What follows belongs to an exercise in optimizing a design on an open flow for small area and a short achievable clock period; a production flow would make more cautious choices.
At most, simulation tests tie the RTL to the original design; equivalence was not proved.
Function not checked in runs 2 to 5: the RTL went through the layout flow alone.
Power and IR drop assume default switching activity.

<file path="design/flow/run.sh">
#!/bin/bash
# synth_recipe.tcl (not shown) runs the flow's synth.tcl, then flattens the netlist and writes it again
# the make line also repeats each setting of config.mk as NAME=value (left out here)
make -C /OpenROAD-flow-scripts/flow DESIGN_CONFIG=/design/flow/config.mk WORK_HOME=/design/flow/orfs CLKGATE_MAP_FILE= SYNTH_SCRIPT=/design/flow/synth_recipe.tcl finish
</file>
<file path="design/flow/config.mk">
export PLATFORM = sky130hd
export DESIGN_NAME = data_memory_responder
export DESIGN_NICKNAME = data_memory_responder
export VERILOG_FILES = /design/flow/design.v
export SDC_FILE = /design/flow/constraint.sdc
export NUM_CORES = 4
export LEC_CHECK = 0
export CAP_MARGIN = 20
export CORE_MARGIN = 2
export CORE_UTILIZATION = 60
export CTS_CLUSTER_DIAMETER = 80
export CTS_CLUSTER_SIZE = 30
export SETUP_SLACK_MARGIN = 2.5
export SLEW_MARGIN = 20
</file>
<file path="design/flow/constraint.sdc">
create_clock -name core_clock -period 4.5 [get_ports {clk}]
set_input_delay 0.9000 -clock core_clock [delete_from_list [all_inputs] [get_ports {clk}]]
set_output_delay 0.9000 -clock core_clock [all_outputs]
set_load 0.01 [all_outputs]
</file>
<file path="design/flow/design.v">
module data_memory_responder #(
    parameter int DEPTH_LOG2 = 6,
    parameter int LATENCY    = 2
) (
    input  logic        clk,
    input  logic        reset,
    input  logic        req,
    input  logic        we,
    input  logic [31:0] addr,
    input  logic [31:0] wdata,
    output logic        ready,
    output logic [31:0] rdata,
    output logic        err,
    output logic        busy
);
    localparam int NRING = 16;
    localparam int RLEN  = 4;
    logic unused_addr_bits;
    assign unused_addr_bits = &{1'b0, addr[31:8], LATENCY[0], DEPTH_LOG2[0]};
    logic busy_q, a0, a1, a2, ready_q;
    logic idle_q;     
    logic acc;        
    assign acc = idle_q && req;
    always_ff @(posedge clk or negedge reset) begin
        if (!reset) begin
            busy_q  <= 1'b0;
            idle_q  <= 1'b1;
            a0      <= 1'b0;
            a1      <= 1'b0;
            a2      <= 1'b0;
            ready_q <= 1'b0;
        end else begin
            busy_q  <= busy_q ? !ready_q : req;
            idle_q  <= busy_q ? ready_q : !req;
            a0      <= acc;
            a1      <= a0;
            a2      <= a1;
            ready_q <= a2;
        end
    end
    logic        lat_we;
    logic [3:0]  lat_addr;    
    logic [31:0] lat_wdata;
    logic        err_q;
    always_ff @(posedge clk) begin
        if (idle_q) begin
            lat_we    <= we;
            lat_addr  <= addr[3:0];
            lat_wdata <= wdata;
        end
    end
    always_ff @(posedge clk) err_q <= (lat_addr[1:0] != 2'b00);
    logic       aligned;
    logic [1:0] slot;
    assign aligned = (lat_addr[1:0] == 2'b00);
    assign slot    = lat_addr[3:2];
    logic [1:0] ph;
    always_ff @(posedge clk) ph <= ph + 2'd1;
    logic [1:0] pos_now, pos_next;
    assign pos_now  = slot + ph;
    assign pos_next = slot + ph + 2'd1;
    logic [NRING-1:0] ring_oh;
    always_ff @(posedge clk) begin
        if (idle_q) begin
            for (int r = 0; r < NRING; r++) ring_oh[r] <= (addr[7:4] == 4'(r));
        end
    end
    logic       go;
    logic [1:0] pos_new;
    assign pos_new = addr[3:2] + ph;
    always_ff @(posedge clk) begin
        go <= idle_q ? (reset && req && we && addr[1:0] == 2'b00 && pos_new == 2'd2)
                     : ((a0 || a1 || a2) && lat_we && aligned && pos_now == 2'd2);
    end
    logic [NRING-1:0] wen;
    assign wen = {NRING{go}} & ring_oh;
    logic [31:0] ring [NRING][RLEN];
    for (genvar r = 0; r < NRING; r++) begin : g_ring
        always_ff @(posedge clk) begin
            ring[r][0] <= wen[r] ? lat_wdata : ring[r][RLEN-1];
            for (int p = 1; p < RLEN; p++) ring[r][p] <= ring[r][p-1];
        end
    end
    logic [2*NRING-1:0] rsel;
    logic               cap;
    always_ff @(posedge clk) begin
        for (int r = 0; r < NRING; r++) begin
            rsel[2*r]   <= aligned && !lat_we && ring_oh[r] && pos_next == 2'd0;
            rsel[2*r+1] <= aligned && !lat_we && ring_oh[r] && pos_next == 2'd2;
        end
    end
    always_ff @(posedge clk or negedge reset) begin
        if (!reset) cap <= 1'b0;
        else        cap <= (a0 || a1) && !lat_we && (!aligned || !pos_next[0]) ||
                           a0 && !aligned;
    end
    logic [31:0] rd_mux;
    always_comb begin
        rd_mux = 32'h0;
        for (int r = 0; r < NRING; r++) begin
            rd_mux = rd_mux | ({32{rsel[2*r]}} & ring[r][0]) | ({32{rsel[2*r+1]}} & ring[r][2]);
        end
    end
    logic        clr;
    logic [31:0] rdata_q;
    always_ff @(posedge clk or negedge reset) begin
        if (!reset) clr <= 1'b1;
        else        clr <= 1'b0;
    end
    always_ff @(posedge clk) begin
        if (clr)      rdata_q <= 32'h0;
        else if (cap) rdata_q <= rd_mux;
    end
    assign ready = ready_q;
    assign busy  = busy_q;
    assign rdata = rdata_q;
    assign err   = err_q;
endmodule
</file>
==> results.cfg, run 1 <==
[worst_setup_path]
slowest_delay_ns = 0.40
path_max_fanout = 2
r2r-start = rsel[0]
crit_required_ns = 3.60
worst_ep_arrival_time_ns = 1.23
reg2reg_setup_slack_ns = 2.49
path_buf_inv = 1
slowest_stage = dfxtp_4
start_kind = register
path_cells = buf_2
endpoint_kind = output port
crit_family = flip-flops
r2r-end = rdata_q[21]
rr_worst_depth = 5
critPathKind = register to output port

[detailed_routing]
viasPerCell = 6.00
vias = 30500
antenna_left = 0
route.detailed.drc = 0
wl_per_cell_um = 30.8
drtIter0Drc = 3192
routed_wl_um = 156000
drtPass1Iterations = 6

[yosys]
synthArstFlopShare_pct = 0.367
ys_ff_latch = 2177
synth_top_family_by_area = multiplexers
synth_edf_count = 53
synthSimpleGateAreaFrac_pct = 3.04
synth-seq-area-share_pct = 78.2
synth_compound_area_share_pct = 7.02
netlist_area_mm2 = 0.0565
ys_types = 38
synth_flop_cell = dfxtp_1
syn_inst = 3710
synth_area_per_cell_um2 = 15.2
ys_warn_count = 2
synth_fa_ha_area_share_pct = 0.0443
synth-xor-area-share_pct = 0.0775
synth_fp_nets = 3780
synth.area.mux_share_pct = 10.2

[place]
place_area_mm2 = 0.0587
place_congestion = 0.817
dp_hpwl_um = 86800
io_buffers = 78
place_ws_ns = 1.86

[sta]
fin_ws_ns = 2.37
final_hold_viol_count = 0
fmax_ghz = 0.469
setup_violations = 0
min_period_ns = 2.13
relSlewSlack_pct = 26.8
grt_setup_unrepaired = yes
skew_ns = 0.0239
timing.final.crit_share_pct = 47.4
slew_violations = 0
worstMarginPinSlew_ns = 1.10
setup_tns_ns = 0

[pwr]
p_leak_nw = 24.6
fin_total_pwr_mw = 30.0
powerDensity_mw_per_mm2 = 486
ir_worst_vdd_v = 0.000443

[status]
status = timing/DRC/antenna clean

[floorplanning]
rows = 112
io_pins = 103
start_util_pct = 60.5
core_region_area_mm2 = 0.0933
die-area_mm2 = 0.0966
die_y_um = 311
die_w_um = 311

[clock_tree]
cts_hold_buf = 0
path_clk_slew_ns = 0.11
cts.sinks = 2177
clockBufferDepth = 3
numCtsBuffers = 82
clk-insertion-delay-late_ns = 0.70
cts_root_buffer = clkbuf_16
htreeDepth = 3
tritoncts = done

[finish]
final_core_util_pct = 66.2
layout.nets = 3853
drive_gt1_share_pct = 21.6
finalInstanceArea_mm2 = 0.0618
area_growth_pct = 9.41

[global_routing]
grt_pass1_wl_um = 220000
grt_pass1_vias = 30900
grt_start_max_net_pins = 33
grtUsageTotal_pct = 31.8
grt-ovfl-total = 0
antenna_found_initial = 1

[job]
maxCapViolCount = 0

[hold_path]
whs_path_depth = 0
min_from = ring[61][19]
holdPathEnd = ring[62][19]
hp-class = register to register
## cells by family after synthesis
group	Yosys count
adders and majority gates	2
DFF	2177
and+or+nand+nor	318
AOI/OAI and AO/OA	503
muxes	512
other	1
buffers and inverters	192
xor gates and xnor gates	5
## metal layers
| layer | vias to the layer above | global-route usage, % | wire length (um) |
|---|---|---|---|
| met5 | - | 0 | 0 |
| li1 | 13300 | - | - |
| met2 | 1262 | 48.3 | 69100 |
| met1 | 15700 | 46.6 | 70300 |
| met4 | 0 | 8.43 | 4040 |
| met3 | 230 | 6.44 | 13100 |
## final cells by class
class                           count  area [um2]
Inverter                            2        7.51
Tap cell                         1254        1570
Clock buffer                      120        2340
Timing Repair Buffer              179        1740
Multi-Input combinational cell   1341       11800
Sequential cell                  2177       44300
Clock inverter                      1        16.3
Antenna cell                        3        7.51
Fill cell                        6723       31500
## sequential cells by signal, indices dropped and copies added, names as in the netlist
register,flops
lat_wdata,32
a1,1
busy_q,1
go,1
ready_q,1
clr,1
a2,1
lat_we,1
idle_q,1
ph,2
ring_oh,16
rsel,32
lat_addr,4
cap,1
ring,2048
err_q,1
rdata_q,32
a0,1
## worst max path at each step
stage	startpoint	endpoint	cells after the start
floorplan	idle_q	go	3
global placement	go	ring[20][11]	3
detailed placement	go	ring[20][14]	3
CTS	rdata_q[23]	rdata[23]	1
global route	ready_q	ready	1
finish	rdata_q[23]	rdata[23]	1
## power breakdown
| group | switching [mW] | total, mW | internal (mW) |
|---|---|---|---|
| logic | 0.282 | 0.537 | 0.255 |
| registers | 0.362 | 20.2 | 19.8 |
| clock network | 5.59 | 9.27 | 3.67 |
| total | 6.24 | 30.0 | 23.8 |
## timing repair
item	4_1_cts	5_1_grt
setup endpoints to repair	604	76
setup buffers	14	18
resized for setup	269	28
pin swaps	0	0
## Yosys cell counts (26+ instances only)
| library cell | instances | area share (%) |
|---|---|---|
| dfxtp_1 | 2116 | 75 |
| mux2_2 | 489 | 9.7 |
| a22oi_1 | 358 | 4.8 |
| clkbuf_1 | 121 | 0.80 |
| nand4_1 | 102 | 1.1 |
| buf_2 | 62 | 0.55 |
| edfxtp_1 | 53 | 2.8 |
| nand2_1 | 51 | 0.34 |
| a221oi_1 | 45 | 0.70 |
| a22o_1 | 45 | 0.70 |
| nor2_1 | 44 | 0.29 |
| a222oi_1 | 32 | 0.57 |
| nor4_1 | 31 | 0.34 |
| and2_1 | 27 | 0.30 |
| nand3_1 | 26 | 0.23 |
## per-stage QoR
step | instances | hold slack [ns]
global placement | 4921 | 0.310
detailed placement | 4921 | 0.312
finish | 5077 | 0.325
global route | 5074 | 0.336
floorplan | 3710 | 0.310
CTS | 5056 | 0.330
## cells in the final DEF (no fill, tap or decap), drive strengths merged, types with 26 or more instances in the layout
cell type | Yosys | final
clkdlybuf4s50 | 0 | 43
nand3 | 26 | 26
a221oi | 45 | 45
a222oi | 32 | 32
edfxtp | 53 | 53
dfxtp | 2116 | 2116
a22oi | 358 | 358
buf | 68 | 136
a22o | 45 | 45
nand2 | 51 | 51
nor4 | 31 | 31
and2 | 33 | 33
clkbuf | 122 | 120
mux2 | 512 | 512
nor2 | 45 | 45
nand4 | 102 | 102
==> inputs of run 2 (changes only) <==
==> design/flow/design.v (replaced) <==
module data_memory_responder #(
    parameter int DEPTH_LOG2 = 6,
    parameter int LATENCY    = 2
) (
    input  logic        clk,
    input  logic        reset,
    input  logic        req,
    input  logic        we,
    input  logic [31:0] addr,
    input  logic [31:0] wdata,
    output logic        ready,
    output logic [31:0] rdata,
    output logic        err,
    output logic        busy
);
    localparam int N   = 64;    
    localparam int NWT = 16;    
    localparam int NRT = 22;    
    logic unused_addr_bits;
    assign unused_addr_bits = &{1'b0, addr[31:8], LATENCY[0], DEPTH_LOG2[0]};
    logic busy_q, idle_q, a0, a1, a2, ready_q;
    logic acc;
    assign acc = reset && idle_q && req;
    always_ff @(posedge clk or negedge reset) begin
        if (!reset) begin
            busy_q  <= 1'b0;
            idle_q  <= 1'b1;
            a0      <= 1'b0;
            a1      <= 1'b0;
            a2      <= 1'b0;
            ready_q <= 1'b0;
        end else begin
            busy_q  <= busy_q ? !ready_q : req;
            idle_q  <= busy_q ? ready_q : !req;
            a0      <= idle_q && req;
            a1      <= a0;
            a2      <= a1;
            ready_q <= a2;
        end
    end
    logic        lat_we;
    logic [7:0]  lat_addr;
    logic [31:0] lat_wdata;
    logic        err_q;
    always_ff @(posedge clk) begin
        if (idle_q) begin
            lat_we    <= we;
            lat_addr  <= addr[7:0];
            lat_wdata <= wdata;
            err_q     <= (addr[1:0] != 2'b00);
        end
    end
    logic [5:0] ph;
    always_ff @(posedge clk) ph <= ph + 6'd1;
    logic [5:0] pos_new, pos_lat, pos;
    logic       st, ld, mis;
    assign pos_new = addr[7:2] + ph;
    assign pos_lat = lat_addr[7:2] + ph;
    assign pos     = idle_q ? pos_new : pos_lat;
    assign st  = idle_q ? (acc && we && addr[1:0] == 2'b00)
                        : ((a0 || a1 || a2) && lat_we && lat_addr[1:0] == 2'b00);
    assign ld  = idle_q ? (acc && !we && addr[1:0] == 2'b00)
                        : ((a0 || a1) && !lat_we && lat_addr[1:0] == 2'b00);
    assign mis = acc && addr[1:0] != 2'b00;
    logic [NWT-1:0] wen;
    always_ff @(posedge clk) begin
        for (int j = 0; j < NWT; j++) wen[j] <= st && pos == 6'(4*j - 2);
    end
    logic [31:0] ring [N];
    always_ff @(posedge clk) begin
        for (int p = 0; p < N; p++) begin
            if (p % 4 == 0 && wen[p/4]) ring[p] <= lat_wdata;
            else                        ring[p] <= ring[(p + N - 1) % N];
        end
    end
    logic [NRT-1:0] rsel;
    logic           cap;
    always_ff @(posedge clk) begin
        for (int j = 0; j < NRT; j++) rsel[j] <= ld && pos == 6'(3*j - 1);
    end
    always_ff @(posedge clk or negedge reset) begin
        if (!reset) cap <= 1'b0;
        else        cap <= mis || (ld && (pos % 3 == 2 || pos == 6'd63));
    end
    logic [31:0] rd_mux;
    always_comb begin
        rd_mux = 32'h0;
        for (int j = 0; j < NRT; j++) rd_mux = rd_mux | ({32{rsel[j]}} & ring[3*j]);
    end
    logic        clr;
    logic [31:0] rdata_q;
    always_ff @(posedge clk or negedge reset) begin
        if (!reset) clr <= 1'b1;
        else        clr <= 1'b0;
    end
    always_ff @(posedge clk) begin
        if (clr)      rdata_q <= 32'h0;
        else if (cap) rdata_q <= rd_mux;
    end
    assign ready = ready_q;
    assign busy  = busy_q;
    assign rdata = rdata_q;
    assign err   = err_q;
endmodule
--- a/design/flow/config.mk
+++ b/design/flow/config.mk
@@ -8,7 +8,7 @@
 export CAP_MARGIN = 20
 export CORE_MARGIN = 2
-export CORE_UTILIZATION = 60
+export CORE_UTILIZATION = 70
 export CTS_CLUSTER_DIAMETER = 80
 export CTS_CLUSTER_SIZE = 30
-export SETUP_SLACK_MARGIN = 2.5
+export SETUP_SLACK_MARGIN = 2.8
 export SLEW_MARGIN = 20
==> results.cfg, run 2 <==
[clock_tree]
cts_root_buffer = clkbuf_16
cts.sinks = 2174
htreeDepth = 3
cts_hold_buf = 0
clockBufferDepth = 3
numCtsBuffers = 82
clk-insertion-delay-late_ns = 0.67
tritoncts = done
path_clk_slew_ns = 0.12

[yosys]
ys_ff_latch = 2174
yosysTopAreaCell = dfxtp_1
synthSimpleGateAreaFrac_pct = 3.01
netlist.area_leader.share_pct = 76.7
synth_fa_ha_area_share_pct = 0.239
synth_fp_nets = 3682
synth_most_common_cell = dfxtp_1
synth_top_family_by_area = multiplexers
synth_flop_cell = dfxtp_1
synth_common_cells = dfxtp_1 (2,124), mux2_2 (517), a22oi_1 (224), clkbuf_1 (121), nor3_1 (86)
synth_compound_area_share_pct = 5.25
synth-xor-area-share_pct = 0.174
syn_inst = 3604
ys_types = 59
synthArstFlopShare_pct = 0.368
synth.area.mux_share_pct = 10.6
synth_area_per_cell_um2 = 15.4
netlist_top_cells_area = dfxtp_1 (77%), mux2_2 (11%), a22oi_1 (3.0%)
synth-seq-area-share_pct = 79.4
ys_warn_count = 2
synth_edf_count = 42
netlist_area_mm2 = 0.0554

[place]
dp_hpwl_um = 74100
place_area_mm2 = 0.0578
place_congestion = 0.889
io_buffers = 78
placed_cells = 4648

[worst_setup_path]
r2r-end = cap
r2r-start = idle_q
path_max_fanout = 7
critPathKind = register to register
rr_worst_depth = 21
start_kind = register
worst_ep_arrival_time_ns = 5.49
reg2reg_setup_slack_ns = -0.39
crit_required_ns = 5.10
crit_start = idle_q
endpoint_kind = register

[job]
maxCapViolCount = 0

[status]
violatedChecks = negative setup slack
status = failed layout checks

[finish]
most-common-layout-cells = dfxtp_1 (2,054), mux2_2 (514), a22oi_1 (224), buf_4 (99), clkbuf_16 (86)
final_core_util_pct = 77.7
fillerInstances = 4582
n_antenna_cell = 0
area_growth_pct = 10.3
final_common_cell = dfxtp_1
finalInstanceArea_mm2 = 0.0611
final-seq-area_mm2 = 0.0441
regMostFlops = ring
largest_reg_flops = 2048
layoutNonFillerInstCount = 4792
multi_input_area_mm2 = 0.0113
drive_gt1_share_pct = 24.9
reg.largest.list = ring (2048), lat_wdata (32), rdata_q (32)
layout.nets = 3792

[global_routing]
grt_pass1_vias = 29000
grt_pass1_wl_um = 194000
grt_start_max_net_pins = 40
grtUsageTotal_pct = 32.6
grt-ovfl-total = 0
busiest_layer = met2
gr-usage-met1_pct = 47.1
grtUsageMet2_pct = 52.4
antenna_found_initial = 2
grtUsageMet3_pct = 4.02

[detailed_routing]
route.detailed.drc = 0
drtPass1Iterations = 5
wl_per_cell_um = 28.2
routed_wl_um = 135000
vias = 28500
antenna_left = 0
viasPerCell = 5.95
drtIter0Drc = 2837

[sta]
relSlewSlack_pct = 18.6
skew_ns = 0.0251
min_period_ns = 4.89
fin_ws_ns = -0.389
fmax_ghz = 0.205
grt_setup_unrepaired = yes
worstMarginPinSlew_ns = 1.22
final_hold_viol_count = 0
timing.final.crit_share_pct = 109
slew_violations = 0
setup_violations = 1

[floorplanning]
die_w_um = 285
rows = 103
io_pins = 103
die_y_um = 285
core_region_area_mm2 = 0.0786
start_util_pct = 70.5
die-area_mm2 = 0.0814

[pwr]
ir_worst_vdd_v = 0.000381
fin_total_pwr_mw = 29.4
p_leak_nw = 23.9
powerDensity_mw_per_mm2 = 481

[hold_path]
holdPathEnd = ring[45][20]
min_from = ring[44][20]
whs_path_depth = 0
hp-class = register to register
[run 2: cells by family after synthesis]
logic type,Yosys count
other cells,1
simple gates,333
compound gates,364
buf+inv,190
fa+ha+maj,10
flops,2174
xor+xnor,11
mux,521
[run 2: area by class of cell]
type,count,area share (%)
sequential,2174,72.2
multi-input combinational,1242,18.6
clock buffer,110,3.67
timing repair buffer,207,3.27
tap,1050,2.15
clock inverter,2,0.0533
inverter,7,0.0430
[run 2: how the worst max path moves through the flow]
| stage | end | slack [ns] | cells after the start |
|---|---|---|---|
| final | cap | -0.39 | 21 |
| after global routing | cap | -0.51 | 21 |
| after detailed placement | cap | -1.30 | 22 |
| after floorplan | cap | -0.96 | 25 |
| after global placement | cap | -1.05 | 22 |
| after CTS | cap | -0.37 | 21 |
[run 2: worst max-delay path, cell delays in order (launching register included)]
cell and delay [ns]:
dfstp_4 0.68, mux2_4 0.34, ha_4 0.22, a21oi_2 0.17, nor2_1 0.09, or4_4 0.53
nand2_8 0.11, inv_2 0.06, ha_4 0.26, nand2b_4 0.11, o211a_1 0.15, a221oi_2 0.08
or3_4 0.43, ha_4 0.17, o21bai_4 0.17, a21oi_4 0.14, o21ai_1 0.08, ha_1 0.30
nand2_2 0.07, nor4_4 0.32, a41oi_2 0.18, o211ai_2 0.16
[run 2: report_power, final]
| group | internal, mW | switching [mW] | leakage (nW) | total [mW] |
|---|---|---|---|---|
| clock | 3.55 | 5.48 | 1.10 | 9.02 |
| sequential | 19.4 | 0.153 | 17.6 | 19.6 |
| combinational | 0.371 | 0.395 | 5.19 | 0.766 |
[run 2: what timing repair did]
action,4_1_cts,5_1_grt
gates cloned,2,0
buffers inserted,21,9
resized for setup,301,65
pin swaps,23,10
setup endpoints to repair,373,338
[run 2: metrics by stage]
step | setup TNS, ns | setup WS (ns) | hold slack, ns
2_1_floorplan | -0.965 | -0.965 | 0.310
3_3_place_gp | -1.05 | -1.05 | 0.310
3_5_place_dp | -1.30 | -1.30 | 0.312
4_1_cts | -0.373 | -0.373 | 0.311
5_1_grt | -0.514 | -0.514 | 0.324
6_report | -0.389 | -0.389 | 0.323
[run 2: per-layer routing]
layer	vias up	part of all wire, %
met3	273	6.8
met4	0	3.2
met1	14500	44
li1	12700	-
met5	-	0
met2	1114	46
==> inputs of run 3 (changes only) <==
--- a/design/flow/config.mk
+++ b/design/flow/config.mk
@@ -8,7 +8,7 @@
 export CAP_MARGIN = 20
 export CORE_MARGIN = 2
-export CORE_UTILIZATION = 70
+export CORE_UTILIZATION = 60
 export CTS_CLUSTER_DIAMETER = 80
 export CTS_CLUSTER_SIZE = 30
-export SETUP_SLACK_MARGIN = 2.8
+export SETUP_SLACK_MARGIN = 2.5
 export SLEW_MARGIN = 20
==> results.cfg, run 3 <==
[status]
status = failed layout checks
violatedChecks = negative setup slack

[worst_setup_path]
slowest_stage = dfstp_4
r2r-start = idle_q
path_buf_inv = 3
slowest_delay_ns = 0.67
rr_worst_depth = 21
cpMostUsedCell = ha_4
path_max_fanout = 6
cp.depth = 21
start_kind = register
reg2reg_setup_slack_ns = -0.39
crit_family = compound AO/OA/AOI/OAI gates
endpoint_kind = register
critPathKind = register to register
r2r-end = cap
crit_required_ns = 5.05
worst_ep_arrival_time_ns = 5.44
path_cells = buf_6 -> mux2_4 -> ha_4 -> fa_2 -> a21o_1 -> a21oi_2 -> xor2_2 -> inv_2 -> ha_4 -> nand2b_4 -> o211a_1 -> a221oi_2 -> or3_4 -> ha_4 -> o21bai_4 -> a21oi_4 -> buf_6 -> mux2_4 -> a211o_1 -> a41oi_2 -> o211ai_2

[detailed_routing]
drtPass1Iterations = 6
wl_per_cell_um = 27.7
vias = 28200
drtIter0Drc = 2565
viasPerCell = 5.71
antenna_left = 0
route.detailed.drc = 0
routed_wl_um = 137000

[finish]
area_growth_pct = 10.5
layout.nets = 3796
largest_reg_flops = 2048
reg.largest.list = ring (2048), lat_wdata (32), rdata_q (32)
drive_gt1_share_pct = 24.6
final_common_cell = dfxtp_1
n_antenna_cell = 0
finalInstanceArea_mm2 = 0.0612
most-common-layout-cells = dfxtp_1 (2,054), mux2_2 (514), a22oi_1 (224), buf_4 (104), clkbuf_16 (89)
regMostFlops = ring

[clock_tree]
clockBufferDepth = 3
cts_root_buffer = clkbuf_16
htreeDepth = 3
path_clk_slew_ns = 0.11
clk-insertion-delay-late_ns = 0.70
tritoncts = done
cts.sinks = 2174
numCtsBuffers = 83

[yosys]
ys_ff_latch = 2174
netlist.area_leader.share_pct = 76.7
netlist_area_mm2 = 0.0554
synth_common_cells = dfxtp_1 (2,124), mux2_2 (517), a22oi_1 (224), clkbuf_1 (121), nor3_1 (86)
synth_most_common_cell = dfxtp_1
synth_flop_cell = dfxtp_1
synth-seq-area-share_pct = 79.4
yosysTopAreaCell = dfxtp_1
synth_area_per_cell_um2 = 15.4
synth_fp_nets = 3682
syn_inst = 3604
synthArstFlopShare_pct = 0.368
netlist_top_cells_area = dfxtp_1 (77%), mux2_2 (11%), a22oi_1 (3.0%)
synth_edf_count = 42
ys_warn_count = 2
ys_types = 59

[sta]
skew_ns = 0.0250
min_period_ns = 4.89
slew_violations = 0
final_hold_viol_count = 0
timing.final.crit_share_pct = 109
relSlewSlack_pct = 20.7
worstMarginPinSlew_ns = 1.19
grt_setup_unrepaired = yes
setup_tns_ns = -0.389
setup_violations = 1
fin_ws_ns = -0.389
fmax_ghz = 0.205

[hold_path]
whs_path_depth = 0
holdPathEnd = ring[63][20]
min_from = ring[62][20]
hp-class = register to register

[pwr]
clkPwrFrac_pct = 31.3
fin_total_pwr_mw = 29.6
internal_power_mw = 23.5
ir_worst_vdd_v = 0.000407
p_sw_mw = 6.09
powerDensity_mw_per_mm2 = 483
p_sw_share_pct = 20.6
p_leak_nw = 23.9
combPwrFrac_pct = 2.6
seq_power_share_pct = 66.2

[floorplanning]
die_y_um = 308
core_region_area_mm2 = 0.0915
die-area_mm2 = 0.0948
rows = 111
die_w_um = 308
io_pins = 103
start_util_pct = 60.5

[global_routing]
grt_pass1_vias = 28400
grt_start_max_net_pins = 36
antenna_found_initial = 2
grtUsageTotal_pct = 28.6
grt-ovfl-total = 0
grt_pass1_wl_um = 196000

[place]
io_buffers = 78
place_area_mm2 = 0.0578
place_congestion = 0.831
dp_hpwl_um = 71900
place_ws_ns = -1.24

[job]
maxCapViolCount = 0
## run 3: cell counts after synthesis
Identical to the previous run, type by type.
## run 3: logic make-up (layout without fill, tap and decap cells)
logic type,after synthesis,after routing,share of synthesized area (%)
compound gates,364,364,5.25
xor+xnor,11,11,0.174
fa+ha+maj,10,10,0.239
buf+inv,190,338,1.34
flops,2174,2174,79.4
mux,521,521,10.6
other cells,1,1,0.00677
simple gates,333,335,3.01
## run 3: worst max path at each step
stage | start | to | slack, ns
after floorplan | idle_q | cap | -0.96
after global placement | addr[3] | cap | -1.07
after detailed placement | addr[3] | cap | -1.24
after CTS | idle_q | cap | -0.45
after global routing | idle_q | cap | -0.55
final | idle_q | cap | -0.39
## run 3: per-stage QoR
stage,instances,hold slack (ns),utilization (%)
floorplan,3604,0.310,-
global placement,4769,0.310,63.2
detailed placement,4769,0.312,63.2
CTS,4901,0.325,66.1
global route,4940,0.334,66.9
finish,4940,0.327,66.9
## run 3: layer usage
layer | GRT usage, % | vias up | part of all wire, %
li1 | - | 12700 | -
met1 | 42.0 | 14400 | 47
met2 | 44.3 | 886 | 45
met3 | 3.97 | 215 | 5.5
met4 | 8.49 | 2 | 2.9
met5 | 0 | - | 0.010
## run 3: layout make-up
cell class	count	area, um2
flip-flops and latches	2174	44200
fillers	6360	30300
multi-input cells	1242	11200
clock buffers	118	2340
repair buffers	210	1980
well taps	1186	1480
clock inverters	3	55.1
inverters	7	26.3
## run 3: repair_timing
action                                  4_1_cts  5_1_grt
endpoints found under the hold margin         0        0
endpoints found under the setup margin      116      116
buffers inserted                              9       39
resized for setup                            45      242
pin swaps                                    16       10
gates cloned                                  2        0
hold buffers                                  0        0
## run 3: power by group through the flow
| stage | sequential, mW | combinational, mW | clock (mW) |
|---|---|---|---|
| floorplan | 19.9 | 0.339 | 0 |
| global placement | 20.0 | 0.537 | 0 |
| detailed placement | 20.0 | 0.574 | 0 |
| CTS | 19.6 | 0.651 | 9.35 |
| global route | 19.6 | 0.792 | 10.0 |
| finish | 19.6 | 0.754 | 9.24 |
==> inputs of run 4 (changes only) <==
--- a/design/flow/design.v
+++ b/design/flow/design.v
@@ -53,17 +53,26 @@
     logic [5:0] ph;
     always_ff @(posedge clk) ph <= ph + 6'd1;
-    logic [5:0] pos_new, pos_lat, pos;
-    logic       st, ld, mis;
+    logic [5:0] pos_new, pos_lat;
+    logic       st_new, st_lat, ld_new, ld_lat, mis;
     assign pos_new = addr[7:2] + ph;
     assign pos_lat = lat_addr[7:2] + ph;
-    assign pos     = idle_q ? pos_new : pos_lat;
-    assign st  = idle_q ? (acc && we && addr[1:0] == 2'b00)
-                        : ((a0 || a1 || a2) && lat_we && lat_addr[1:0] == 2'b00);
-    assign ld  = idle_q ? (acc && !we && addr[1:0] == 2'b00)
-                        : ((a0 || a1) && !lat_we && lat_addr[1:0] == 2'b00);
+    assign st_new = acc && we && addr[1:0] == 2'b00;
+    assign st_lat = (a0 || a1 || a2) && lat_we && lat_addr[1:0] == 2'b00;
+    assign ld_new = acc && !we && addr[1:0] == 2'b00;
+    assign ld_lat = (a0 || a1) && !lat_we && lat_addr[1:0] == 2'b00;
     assign mis = acc && addr[1:0] != 2'b00;
+    logic hit_new, hit_lat;
+    always_comb begin
+        hit_new = 1'b0;
+        hit_lat = 1'b0;
+        for (int j = 0; j < NRT; j++) begin
+            hit_new = hit_new || pos_new == 6'(3*j - 1);
+            hit_lat = hit_lat || pos_lat == 6'(3*j - 1);
+        end
+    end
     logic [NWT-1:0] wen;
     always_ff @(posedge clk) begin
-        for (int j = 0; j < NWT; j++) wen[j] <= st && pos == 6'(4*j - 2);
+        for (int j = 0; j < NWT; j++)
+            wen[j] <= (st_new && pos_new == 6'(4*j - 2)) || (st_lat && pos_lat == 6'(4*j - 2));
     end
     logic [31:0] ring [N];
@@ -77,9 +86,10 @@
     logic           cap;
     always_ff @(posedge clk) begin
-        for (int j = 0; j < NRT; j++) rsel[j] <= ld && pos == 6'(3*j - 1);
+        for (int j = 0; j < NRT; j++)
+            rsel[j] <= (ld_new && pos_new == 6'(3*j - 1)) || (ld_lat && pos_lat == 6'(3*j - 1));
     end
     always_ff @(posedge clk or negedge reset) begin
         if (!reset) cap <= 1'b0;
-        else        cap <= mis || (ld && (pos % 3 == 2 || pos == 6'd63));
+        else        cap <= mis || (ld_new && hit_new) || (ld_lat && hit_lat);
     end
     logic [31:0] rd_mux;
==> results.cfg, run 4 <==
[status]
status = timing/DRC/antenna clean

[finish]
n_antenna_cell = 0
largest_reg_flops = 2048
layout.nets = 3847
regMostFlops = ring
most-common-layout-cells = dfxtp_1 (2,048), mux2_2 (512), a22oi_1 (224), buf_4 (86), clkbuf_16 (85)
final_common_cell = dfxtp_1
drive_gt1_share_pct = 24.8
area_growth_pct = 10.5
reg.largest.list = ring (2048), lat_wdata (32), rdata_q (32)

[global_routing]
grtUsageTotal_pct = 28.9
antenna_found_initial = 1
grt_start_max_net_pins = 43
grt_pass1_vias = 28800
grt_pass1_wl_um = 200000
grt-ovfl-total = 0

[hold_path]
hp-class = register to register

[yosys]
synth-seq-area-share_pct = 78.6
synth_area_per_cell_um2 = 15.2
synth_edf_count = 42
yosysTopAreaCell = dfxtp_1
netlist_area_mm2 = 0.0559
synth_common_cells = dfxtp_1 (2,124), mux2_2 (512), a22oi_1 (224), clkbuf_1 (126), nor3_1 (75)
ys_ff_latch = 2174
synthArstFlopShare_pct = 0.368
synth_flop_cell = dfxtp_1
ys_types = 68
syn_inst = 3672
synth_most_common_cell = dfxtp_1
netlist.area_leader.share_pct = 76.0
synth_fp_nets = 3753
netlist_top_cells_area = dfxtp_1 (76%), mux2_2 (10%), a22oi_1 (3.0%)
ys_warn_count = 2

[clock_tree]
htreeDepth = 3
path_clk_slew_ns = 0.12
clk-insertion-delay-late_ns = 0.69
numCtsBuffers = 82
cts_root_buffer = clkbuf_16
cts.sinks = 2174
clockBufferDepth = 3
tritoncts = done

[job]
maxCapViolCount = 0

[worst_setup_path]
crit_end = cap
path_cells = ha_4 -> a211o_1 -> nand4_1 -> or4b_4 -> buf_6 -> nand3_1 -> a31oi_2 -> o41ai_4 -> o211ai_1
slowest_stage = or4b_4
rr_worst_depth = 9
worst_ep_arrival_time_ns = 3.31
r2r-end = cap
crit_start = lat_addr[3]
slowest_delay_ns = 0.53
crit_required_ns = 5.06
path_max_fanout = 7
endpoint_kind = register
reg2reg_setup_slack_ns = 1.75
critPathKind = register to register
r2r-start = lat_addr[3]
start_kind = register

[sta]
fmax_ghz = 0.364
setup_violations = 0
final_hold_viol_count = 0
relSlewSlack_pct = 23.6
timing.final.crit_share_pct = 61.1
fin_ws_ns = 1.75
skew_ns = 0.0235
slew_violations = 0
min_period_ns = 2.75
grt_setup_unrepaired = yes
setup_tns_ns = 0
worstMarginPinSlew_ns = 1.15

[place]
io_buffers = 78
place_ws_ns = 0.658
dp_hpwl_um = 74200
place_congestion = 0.846

[floorplanning]
io_pins = 103
rows = 111
die-area_mm2 = 0.0957
core_region_area_mm2 = 0.0921
die_w_um = 309
start_util_pct = 60.7
die_y_um = 309

[pwr]
p_leak_nw = 24.3
powerDensity_mw_per_mm2 = 468
ir_worst_vdd_v = 0.000353

[detailed_routing]
drtIter0Drc = 2459
viasPerCell = 5.67
route.detailed.drc = 0
antenna_left = 0
vias = 28600
routed_wl_um = 140000
drtPass1Iterations = 8
wl_per_cell_um = 27.7
-- run 4: area by class of cell --
type	instances	area [um2]
sequential	2174	44200
fill	6556	30300
multi-input combinational	1308	12000
clock buffer	111	2220
timing repair buffer	193	1830
tap	1243	1560
clock inverter	3	37.5
inverter	7	26.3
-- run 4: how the worst min path moves through the flow --
stage / from / to / slack (ns) / depth (start not counted)
after global routing: ring[32][31] / ring[33][31] / 0.33 / 0
after detailed placement: ring[10][9] / ring[11][9] / 0.31 / 0
after CTS: ring[38][26] / ring[39][26] / 0.32 / 0
after floorplan: ring[10][0] / ring[11][0] / 0.31 / 0
final: ring[38][26] / ring[39][26] / 0.32 / 0
after global placement: ring[10][7] / ring[11][7] / 0.31 / 0
-- run 4: power breakdown --
part	total (mW)	internal [mW]	switching, mW
Clock	9.02	3.52	5.49
Combinational	0.381	0.175	0.206
Sequential	19.5	19.4	0.142
-- run 4: logic make-up (layout without fill, tap and decap cells) --
family                   count (synthesis)  in the layout  synth area share [%]
flip-flops                            2174           2174                  78.6
multiplexers                           512            512                  10.3
AO/OA/AOI/OAI                          420            420                  5.92
AND/OR/NAND/NOR                        341            341                  3.07
buffers and inverters                  190            314                  1.30
XOR/XNOR                                21             21                 0.438
adder cells (fa/ha/maj)                 13             13                 0.318
other                                    1              1               0.00670
-- run 4: critical path: cells and delay by family, from the launching register on --
kind / cells / cell delay (ns)
buffers and inverters: 1 / 0.17
adder cells (fa/ha/maj): 1 / 0.27
flip-flops: 1 / 0.45
AO/OA/AOI/OAI: 4 / 1.03
AND/OR/NAND/NOR: 3 / 0.73
-- run 4: stage by stage --
step	hold WS, ns	power (mW)	cells	utilization [%]	cell area [um2]
2_1_floorplan	0.310	20.1	3672	-	56000
3_3_place_gp	0.310	20.3	4857	63.1	58100
3_5_place_dp	0.312	20.3	4857	63.1	58100
4_1_cts	0.318	29.0	5016	66.5	61300
5_1_grt	0.331	29.7	5039	67.1	61800
6_report	0.317	28.9	5039	67.1	61800
-- run 4: layer usage --
metal,global-route usage (%),wire (um),vias to the layer above
met1,40.7,63800,14600
met5,0,0,-
met3,3.52,6160,207
li1,-,-,12900
met2,48.1,66200,803
met4,6.74,3440,0
-- run 4: repair_timing --
action,CTS,global route
resized for setup,306,72
endpoints found under the setup margin,118,103
pin swaps,36,35
buffers inserted,45,23
hold buffers,0,0
==> inputs of run 5 (changes only) <==
--- a/design/flow/config.mk
+++ b/design/flow/config.mk
@@ -8,7 +8,7 @@
 export CAP_MARGIN = 20
 export CORE_MARGIN = 2
-export CORE_UTILIZATION = 60
+export CORE_UTILIZATION = 70
 export CTS_CLUSTER_DIAMETER = 80
 export CTS_CLUSTER_SIZE = 30
-export SETUP_SLACK_MARGIN = 2.5
+export SETUP_SLACK_MARGIN = 2.8
 export SLEW_MARGIN = 20
==> results.cfg, run 5 <==
[status]
status = timing/DRC/antenna clean

[place]
io_buffers = 78
dp_hpwl_um = 75200
place_congestion = 0.825
place_area_mm2 = 0.0580
placed_cells = 4676
place_ws_ns = 0.645

[worst_setup_path]
crit_required_ns = 5.05
path_cells = buf_4 -> buf_6 -> fa_2 -> xnor2_4 -> xnor2_1 -> a22o_1 -> a21boi_2 -> o211ai_1 -> o41ai_4 -> o211ai_1
start_kind = register
endpoint_kind = register
slowest_delay_ns = 0.50
worst_ep_arrival_time_ns = 3.41
cpMostUsedCell = o211ai_1
path_max_fanout = 7
critPathKind = register to register
reg2reg_setup_slack_ns = 1.64
slowest_stage = o41ai_4

[detailed_routing]
routed_wl_um = 143000
route.detailed.drc = 0
antenna_left = 0
drtIter0Drc = 2528
drtPass1Iterations = 5
wl_per_cell_um = 28.8
vias = 29900
viasPerCell = 6.03

[yosys]
synth-xor-area-share_pct = 0.438
synth_compound_area_share_pct = 5.92
syn_inst = 3672
synthArstFlopShare_pct = 0.368
yosysTopAreaCell = dfxtp_1
synth_flop_cell = dfxtp_1
ys_warn_count = 2
netlist_top_cells_area = dfxtp_1 (76%), mux2_2 (10%), a22oi_1 (3.0%)
synth_fp_nets = 3753
synth_edf_count = 42
netlist.area_leader.share_pct = 76.0
netlist_area_mm2 = 0.0559
ys_ff_latch = 2174
synth_top_family_by_area = multiplexers
synth_fa_ha_area_share_pct = 0.318
synth.area.mux_share_pct = 10.3
synth_common_cells = dfxtp_1 (2,124), mux2_2 (512), a22oi_1 (224), clkbuf_1 (126), nor3_1 (75)
synth_most_common_cell = dfxtp_1
synth_area_per_cell_um2 = 15.2
synthSimpleGateAreaFrac_pct = 3.07
ys_types = 68
synth-seq-area-share_pct = 78.6

[clock_tree]
cts.sinks = 2174
path_clk_slew_ns = 0.11
numCtsBuffers = 83
clockBufferDepth = 3
htreeDepth = 3
clk-insertion-delay-late_ns = 0.69
cts_root_buffer = clkbuf_16
cts_hold_buf = 0
tritoncts = done

[floorplanning]
die_w_um = 287
io_pins = 103
die-area_mm2 = 0.0822
start_util_pct = 70.8
core_region_area_mm2 = 0.0790
die_y_um = 287
rows = 103

[sta]
timing.final.crit_share_pct = 63.7
final_hold_viol_count = 0
fin_ws_ns = 1.64
skew_ns = 0.0279
min_period_ns = 2.86
relSlewSlack_pct = 29.3
grt_setup_unrepaired = yes
setup_tns_ns = 0
slew_violations = 0
setup_violations = 0
fmax_ghz = 0.349
worstMarginPinSlew_ns = 1.06

[finish]
drive_gt1_share_pct = 28.0
area_growth_pct = 13.0
most-common-layout-cells = dfxtp_1 (2,049), mux2_2 (512), a22oi_1 (221), buf_4 (149), clkbuf_16 (86)
regMostFlops = ring
fillerInstances = 4304
finalInstanceArea_mm2 = 0.0632
multi_input_area_mm2 = 0.0123
largest_reg_flops = 2048
layoutNonFillerInstCount = 4961
layout.nets = 3954
final_common_cell = dfxtp_1
final-seq-area_mm2 = 0.0442
reg.largest.list = ring (2048), lat_wdata (32), rdata_q (32)

[hold_path]
hp-class = register to register

[global_routing]
grtUsageTotal_pct = 34.3
grt-ovfl-total = 0
antenna_found_initial = 4
grt_pass1_vias = 30200
grt_start_max_net_pins = 43
grt_pass1_wl_um = 204000

[job]
maxCapViolCount = 0

[pwr]
powerDensity_mw_per_mm2 = 460
p_leak_nw = 25.2
ir_worst_vdd_v = 0.000446
==> run 5: cell counts after synthesis <==
No cell type changed its count.
==> run 5: layout make-up <==
cell class | instances | area share (%)
antenna | 3 | 0.0119
clock buffer | 113 | 3.53
clock inverter | 7 | 0.184
inverter | 7 | 0.0416
multi-input combinational | 1308 | 19.5
sequential | 2174 | 69.9
tap | 1050 | 2.08
timing repair buffer | 299 | 4.76
==> run 5: worst paths after layout <==
kind	from	endpoint	depth (start not counted)
setup / recovery	lat_addr[3]	cap	10
max in group asynchronous	reset	clr	1
hold / removal	ring[26][15]	ring[27][15]	0
hold reg to reg	ring[26][15]	ring[27][15]	0
min in group asynchronous	reset	ready_q	1
setup reg to reg	lat_addr[3]	cap	10
==> run 5: kinds of logic (layout without fill, tap and decap cells) <==
group                      Yosys count  in the layout
DFF                               2174           2174
muxes                              512            512
AOI/OAI and AO/OA                  420            420
and+or+nand+nor                    341            341
buffers and inverters              190            426
xor gates and xnor gates            21             21
adders and majority gates           13             13
other                                1              4
==> run 5: through the flow <==
| stage | utilization (%) | hold WS, ns | power (mW) |
|---|---|---|---|
| 2_1_floorplan | - | 0.310 | 20.1 |
| 3_3_place_gp | 73.4 | 0.310 | 20.3 |
| 3_5_place_dp | 73.4 | 0.312 | 20.3 |
| 4_1_cts | 79.0 | 0.327 | 29.0 |
| 5_1_grt | 80.0 | 0.331 | 29.8 |
| 6_report | 80.0 | 0.319 | 29.0 |
==> run 5: routing by layer <==
layer,wire [um],vias to the layer above,share of wire (%),track usage [%]
met5,13,-,0.0091,0
met4,5250,2,3.7,12.7
met3,10100,301,7.1,4.74
met2,67000,1235,47,55.0
met1,60600,15200,42,48.2
li1,-,13200,-,-
==> run 5: worst max-delay path, delay by kind of cell, from the launching register on <==
family	cells	cell delay, ns
buffers and inverters	2	0.26
AO/OA/AOI/OAI	5	1.23
adder cells (fa/ha/maj)	1	0.42
flip-flops	1	0.45
XOR/XNOR	2	0.39
==> run 5: where the power goes <==
part	internal [mW]	switching (mW)	total, mW
clock	3.56	5.56	9.12
sequential	19.4	0.133	19.5
combinational	0.179	0.220	0.399
total	23.1	5.91	29.0
==> run 5: what timing repair did <==
item | 4_1_cts | 5_1_grt
endpoints found under the setup margin | 343 | 104
gates cloned | 2 | 1
resized for setup | 389 | 97
setup buffers | 129 | 30
pin swaps | 54 | 69

==> port drivers added, routing unchanged <==
The flow's constraints put no driver on any port. The routed layouts listed below were extracted and timed again, unchanged, in two steps.
Step 1, drivers: a clkbuf_16 drives clk and a buf_2 each remaining input, both assumed.
Step 2 moves the port delays by t, midway between the first and last clock arrival at a register: inputs arrive t later, outputs are due t later. That takes back most of the time a late clock gives input paths.
Slacks: ideal ports / drivers / drivers and shift; pairs: ideal ports / drivers.
run | t (ns) | setup slack, ns | worst setup path after step 2
run 1 | 0.753 | 2.368 / 2.302 / 2.001 | input to register
run 2 | 0.734 | -0.389 / -0.389 / -1.032 | input to register
run 3 | 0.746 | -0.389 / -0.389 / -1.011 | input to register
run 4 | 0.740 | 1.750 / 1.750 / 1.266 | input to register
run 5 | 0.746 | 1.636 / 1.636 / 1.111 | input to register
For run 2, which loses most, drivers alone change the setup slack by 0.000 ns; drivers and shift together by -0.643 ns.
